Context: an optimization exercise on an open-source flow, tuned for small area. The choices shown serve that exercise and are no tape-out recipe. The RTL was checked by simulation tests, not by an equivalence proof against the original design. Power is estimated from default activity; no workload was simulated.

// regfile_mp
module regfile_mp
#(
  parameter int unsigned DATA_W   = RF_DATA_W,
  parameter int unsigned ADDR_W   = RF_ADDR_W,
  parameter int unsigned NUM_RD   = 2,
  parameter int unsigned ZERO_REG = 1
) (
  input  logic                     clk,
  input  logic                     rst,
  input  logic [NUM_RD*ADDR_W-1:0] rd_addr,
  output logic [NUM_RD*DATA_W-1:0] rd_data,
  input  logic                     we,
  input  logic [ADDR_W-1:0]        wr_addr,
  input  logic [DATA_W-1:0]        wr_data,
  input  logic                     clr_req,
  output logic                     busy,
  output logic                     clr_done,
  input  logic [ADDR_W-1:0]        dbg_addr,
  output logic [DATA_W-1:0]        dbg_data
);
  localparam int unsigned DEPTH  = regfile_pkg::rf_depth(ADDR_W);
  localparam int unsigned NPORT  = NUM_RD + 1;       
  localparam int unsigned NGRP   = (DEPTH - 1) / 3;  
  localparam int unsigned NTERM  = NGRP + 1;         
  localparam int unsigned NSPLIT = 2;                
  localparam int unsigned SPLIT_W = DATA_W / NSPLIT;
  localparam int unsigned LO_W   = 2;                
  localparam int unsigned HI_W   = ADDR_W - LO_W;
  regfile_pkg::rf_state_t state;
  logic [ADDR_W-1:0]      clrPtr;
  always_ff @(posedge clk) begin
    if (rst) begin
  ...
Settings: LEC_CHECK=0, CAP_MARGIN=10, CORE_MARGIN=2, CORE_UTILIZATION=35, PLACE_DENSITY=0.5, SLEW_MARGIN=10, SYNTH_HIERARCHICAL=1, SYNTH_MINIMUM_KEEP_SIZE=0; clock period 6.5 ns.
standard.sh (not shown) runs the stock make flow with config.mk's settings and CLKGATE_MAP_FILE= SYNTH_SCRIPT=/design/flow/synth_recipe.tcl, a recipe that flattens the netlist after the stock synthesis.
==> flow/flow/run.sh <==
#!/bin/bash
# Layout flow: the standard ORFS flow, with three changes:
#  - ports are buffered with buf_2 instead of ORFS's default pick, and the
#    output-port buffers are then set to buf_1 (flow/ports.tcl);
#  - the clock tree uses clkbuf_8 at the leaves, clkbuf_16 above them,
#    and no dummy loads.
set -euo pipefail
bash standard.sh \
  BUFFER_PORTS_ARGS="-buffer_cell sky130_fd_sc_hd__buf_2" \
  PRE_RESIZE_TCL="$PWD/flow/ports.tcl" \
  CTS_ARGS="-sink_clustering_enable -repair_clock_nets -dont_use_dummy_load -buf_list {sky130_fd_sc_hd__clkbuf_8} -sink_clustering_size 18 -sink_clustering_max_diameter 60 -root_buf sky130_fd_sc_hd__clkbuf_16 -tree_buf sky130_fd_sc_hd__clkbuf_16" \
  finish > standard_flow.log 2>&1
==> flow/flow/ports.tcl <==
# The output ports only drive the fixed output load: after port buffering,
# use buf_1 instead of buf_2 for the buffer in front of each output port.
set n_swapped 0
foreach port [get_ports -filter "direction == output"] {
  foreach pin [get_pins -of_objects [get_nets [get_full_name $port]] -filter "direction == output"] {
    set inst [get_cells -of_objects $pin]
    if {[get_property $inst ref_name] eq "sky130_fd_sc_hd__buf_2"} {
      replace_cell $inst sky130_fd_sc_hd__buf_1
      incr n_swapped
    }
  }
}
puts "ports.tcl: $n_swapped output buffers set to buf_1"
Edit:
==> flow/flow/run.sh (replaced) <==
#!/bin/bash
# Layout flow: the standard ORFS flow, with three changes:
#  - ports are buffered with buf_2 instead of ORFS's default pick, and the
#    output-port buffers are then set to buf_1 (flow/ports.tcl);
#  - the clock tree uses clkbuf_8 and no dummy loads.
set -euo pipefail
bash standard.sh \
  BUFFER_PORTS_ARGS="-buffer_cell sky130_fd_sc_hd__buf_2" \
  PRE_RESIZE_TCL="$PWD/flow/ports.tcl" \
  CTS_ARGS="-sink_clustering_enable -repair_clock_nets -dont_use_dummy_load -buf_list {sky130_fd_sc_hd__clkbuf_8} -sink_clustering_size 16 -sink_clustering_max_diameter 60" \
  finish > standard_flow.log 2>&1
Design area barely changes.
Synthesized cell count stays the same.
Count of clock-buffer cells in the layout climbs by 1.
Register-to-register slack is about the same.
Fmax falls by 1.9%.
Setup slack got worse by 120 ps.
Flip-flop and latch count does not change.
Combinational power barely changes.
Via count came out higher by 0.97%.
Edit:
--- a/flow/flow/run.sh
+++ b/flow/flow/run.sh
@@ -5 +5,2 @@
-#  - the clock tree uses clkbuf_8 and no dummy loads.
+#  - the clock tree uses clkbuf_8 at the leaves, clkbuf_16 above them,
+#    and no dummy loads.
@@ -10 +11 @@
-  CTS_ARGS="-sink_clustering_enable -repair_clock_nets -dont_use_dummy_load -buf_list {sky130_fd_sc_hd__clkbuf_8} -sink_clustering_size 16 -sink_clustering_max_diameter 60" \
+  CTS_ARGS="-sink_clustering_enable -repair_clock_nets -dont_use_dummy_load -buf_list {sky130_fd_sc_hd__clkbuf_8} -sink_clustering_size 16 -sink_clustering_max_diameter 60 -root_buf sky130_fd_sc_hd__clkbuf_16 -tree_buf sky130_fd_sc_hd__clkbuf_16" \
PLACE_DENSITY = 0.65   (was 0.5)
Effect: The new run finished clean; via count fell by a few percent; cell count fell by a few percent; fmax rose by a few percent; worst setup slack gains 290 ps; total power fell by a few percent.

## static timing again, ports no longer ideal
The results above use ideal ports. As a check the final layouts listed here were re-extracted and re-timed, cells and wires unchanged.
Step 1 (the two cells are an assumption about what drives the block):
set clk [get_ports {clk}]
set_driving_cell -lib_cell sky130_fd_sc_hd__clkbuf_16 $clk
set_driving_cell -lib_cell sky130_fd_sc_hd__buf_2 [delete_from_list [all_inputs] $clk]
Step 2 moves the port delays by t, midway between the first and last clock arrival at a register: inputs arrive t later, outputs are due t later. That takes back most of the time a late clock gives input paths.
a / b / c = ideal ports / drivers / drivers and shift; a / b = the first two.
| run | t (ns) | setup WS [ns] | latest minus earliest clock arrival (ns) | pins driven straight from the clock port |
|---|---|---|---|---|
| the first run | 0.746 | 0.478 / 0.362 / 0.362 | 0.124 / 0.124 | 1 |
| the second run | 0.931 | 0.362 / 0.251 / 0.251 | 0.146 / 0.145 | 1 |
| the third run | 0.736 | 0.651 / 0.622 / 0.622 | 0.056 / 0.055 | 1 |
After both steps setup and hold are still met in every run listed. The setup slack of the first run, which loses most, moves by -0.116 ns with the drivers and by -0.116 ns with both steps.
